Source: an optimization exercise on an open RTL-to-GDS flow (aim: small area, a short achievable clock period and few clock cycles per item). Production flows keep margins and buffers that such runs may drop. RTL that was checked went through simulation tests only; none was proved equivalent to the original. No activity file was given, so power comes from the tool's default toggle rates.

## krnl_maxpool
module krnl_maxpool #(
  parameter int FIFO_DEPTH = 16    
) (
  input  logic                    ap_clk,
  input  logic                    areset,
  input  logic                    s_axi_control_awvalid,
  output logic                    s_axi_control_awready,
  input  maxpool_pkg::axil_addr_t s_axi_control_awaddr,
  input  logic                    s_axi_control_wvalid,
  output logic                    s_axi_control_wready,
  input  maxpool_pkg::axil_data_t s_axi_control_wdata,
  input  logic [3:0]              s_axi_control_wstrb,
  output logic                    s_axi_control_bvalid,
  input  logic                    s_axi_control_bready,
  output logic [1:0]              s_axi_control_bresp,
  input  logic                    s_axi_control_arvalid,
  output logic                    s_axi_control_arready,
  input  maxpool_pkg::axil_addr_t s_axi_control_araddr,
  output logic                    s_axi_control_rvalid,
  input  logic                    s_axi_control_rready,
  output maxpool_pkg::axil_data_t s_axi_control_rdata,
  output logic [1:0]              s_axi_control_rresp,
  output logic                    interrupt,
  input  logic                    in_tvalid,
  output logic                    in_tready,
  input  maxpool_pkg::elem_t      in_tdata,
  output logic                    out_tvalid,
  input  logic                    out_tready,
  output maxpool_pkg::elem_t      out_tdata
);
Size in the first run: about 1200 cells after synthesis, ~620 flip-flops, ~170 I/O pins.
clock: 3.8 ns
lec_check: 0
cap_margin: 20
core_margin: 2
core_utilization: 40
cts_buf_list: sky130_fd_sc_hd__clkbuf_8
cts_cluster_diameter: 70
cts_cluster_size: 18
setup_slack_margin: 1.8
slew_margin: 20
standard.sh (not shown) runs the stock make flow with config.mk's settings and CLKGATE_MAP_FILE= SYNTH_SCRIPT=/design/flow/synth_recipe.tcl, a recipe that flattens the netlist after the stock synthesis.
==> flow/flow/run.sh <==
#!/bin/bash
# The standard layout, with the port buffers made from buf_2 cells instead of
# the default delay buffers. Make's full output goes to standard_flow.log.
set -euo pipefail
export BUFFER_PORTS_ARGS="-buffer_cell sky130_fd_sc_hd__buf_2"
bash standard.sh > standard_flow.log 2>&1
Testbench counts at the start, summed over its fixed seeds: cycles 8,372, items 2,035.
Edit:
--- a/flow/config.mk
+++ b/flow/config.mk
@@ -9,7 +9,6 @@
 export CORE_MARGIN = 2
 export CORE_UTILIZATION = 40
-export CTS_BUF_LIST = sky130_fd_sc_hd__clkbuf_8
-export CTS_CLUSTER_DIAMETER = 70
-export CTS_CLUSTER_SIZE = 18
+export CTS_CLUSTER_DIAMETER = 100
+export CTS_CLUSTER_SIZE = 28
 export SETUP_SLACK_MARGIN = 1.8
 export SLEW_MARGIN = 20
Setup slack improved by 0.017 ns.
First-iteration DRC count rises by a few percent.
Die area is unchanged.
Sequential share of layout area barely changes.
Cell area stays flat.


Setup of sierra:
krnl_maxpool, a different RTL version from the one above (not shown whole).
For scale: ~620 flip-flops, roughly 170 I/O pins, ~18,000 sq um of cells after synthesis.
==> flow/config.mk <==
export PLATFORM = sky130hd
export DESIGN_NAME = krnl_maxpool
export DESIGN_NICKNAME = krnl_maxpool
export VERILOG_FILES = /design/flow/design.v
export SDC_FILE = /design/flow/constraint.sdc
export NUM_CORES = 4
export LEC_CHECK = 0
export CAP_MARGIN = 20
export CORE_MARGIN = 2
export CORE_UTILIZATION = 40
export CTS_CLUSTER_DIAMETER = 100
export CTS_CLUSTER_SIZE = 28
export PLACE_DENSITY = 0.8
export SETUP_SLACK_MARGIN = 1.8
export SLEW_MARGIN = 20
==> flow/constraint.sdc <==
create_clock -name core_clock -period 3.8 [get_ports {ap_clk}]
set_input_delay 0.7600 -clock core_clock [delete_from_list [all_inputs] [get_ports {ap_clk}]]
set_output_delay 0.7600 -clock core_clock [all_outputs]
set_load 0.01 [all_outputs]
==> flow/flow/run.sh <==
#!/bin/bash
# The standard layout, with the port buffers made from buf_4 cells instead of
# the default delay buffers. Make's full output goes to standard_flow.log.
set -euo pipefail
export BUFFER_PORTS_ARGS="-buffer_cell sky130_fd_sc_hd__buf_4"
bash standard.sh > standard_flow.log 2>&1
Testbench counts of sierra, summed over its fixed seeds: cycles 8,364, items 2,035.
What quartz does differently from sierra at the input level:
Settings: PLACE_DENSITY: 0.8 -> unset; SETUP_SLACK_MARGIN: 1.8 -> 1.5.
### Flow results
quartz ends up with higher depth of the critical timing path with buffers and inverters included than sierra does.
quartz reports its start point of the critical path as u_window.prev[11]$_DFFE_PP_ while sierra reports u_window.prev[31]$_DFFE_PP_.
[compare] base=sierra new=quartz: global-route usage lower, reg-to-reg setup timing slack lower, total power consumption of the routed design lower.


== try-xenon ==
krnl_maxpool, a different RTL version from the one above (not shown whole).
Size: about 1100 cells after synthesis, ~170 I/O pins.
clock: 3.8 ns
lec_check: 0
abc_clock_period_in_ps: 2200
cap_margin: 20
core_margin: 2
core_utilization: 40
setup_slack_margin: 1.5
slew_margin: 20
run.sh (not shown) runs the stock make flow with config.mk's settings and CLKGATE_MAP_FILE= SYNTH_SCRIPT=/design/flow/synth_recipe.tcl, a recipe that flattens the netlist after the stock synthesis.
Stock flow here: none of the scripts above is used.
#### Input delta (try-raven over try-xenon)
Settings: ABC_CLOCK_PERIOD_IN_PS no longer set, was 2200; SETUP_SLACK_MARGIN no longer set, was 1.5.
==> run summary <==
- try-raven vs. try-xenon: total area of sequential cells roughly the same, global-route usage lost 0.68 points, final instance area shows a reduction of 660 µm².
- Against try-xenon, routed wire length in try-raven fell by a few percent.
#### Input delta (try-delta over try-raven)
Settings: putting SETUP_SLACK_MARGIN at 2.0 where nothing was set; putting ABC_CLOCK_PERIOD_IN_PS at 1500 where nothing was set.
==> comparison <==
try-delta | status: complete | timing, DRC, antenna: pass. NOTE global-route wire length before repair try-raven->try-delta increased by a little under 10%. Compared with try-raven, in try-delta count of plain and timing-repair buffers +about 60%, maximum single-stage delay on the critical path +0.03 ns, post-layout total power +0.43 mW. Between try-raven and try-delta, layout buffering overhead excluding clock cells increased. Comparing try-delta and try-raven, the lower layout net count is on try-raven. The run showing the greater number of gates resized after cts is try-delta.
No functional check of the RTL was part of any run of this note.

[static timing again, ports no longer ideal]
The results above use ideal ports. As a check the final layouts listed here were re-extracted and re-timed, cells and wires unchanged.
Step 1 sets driving cells, clkbuf_16 on the clock port and buf_2 on the other inputs (assumed; they add their load-dependent delay and slew).
Step 2 times the ports against the registers' clock, not the clock port: input delays grow and output delays shrink by t, the midpoint of the rising clock arrivals with the driver on.
Three values: no drivers, after step 1, after step 2; two values: the first two.
run | shift t [ns] | setup WS [ns] | slew at the worst register clock pin (ns)
the first run of note 1 | 0.653 | 1.840 / 1.792 / 1.344 | 0.11 / 0.11
the second run of note 1 | 0.632 | 1.857 / 1.816 / 1.330 | 0.12 / 0.12
sierra | 0.637 | 1.733 / 1.733 / 1.237 | 0.11 / 0.11
quartz | 0.619 | 1.644 / 1.644 / 1.145 | 0.11 / 0.11
try-xenon | 0.640 | 1.153 / 1.173 / 0.533 | 0.07 / 0.07
try-raven | 0.617 | 0.564 / 0.590 / -0.027 | 0.07 / 0.07
try-delta | 0.629 | 0.990 / 1.014 / 0.384 | 0.07 / 0.07
Met with ideal ports but missed after step 2: setup timing in try-raven. The setup slack of try-xenon, which loses most, moves by +0.020 ns with the drivers and by -0.620 ns with both steps.
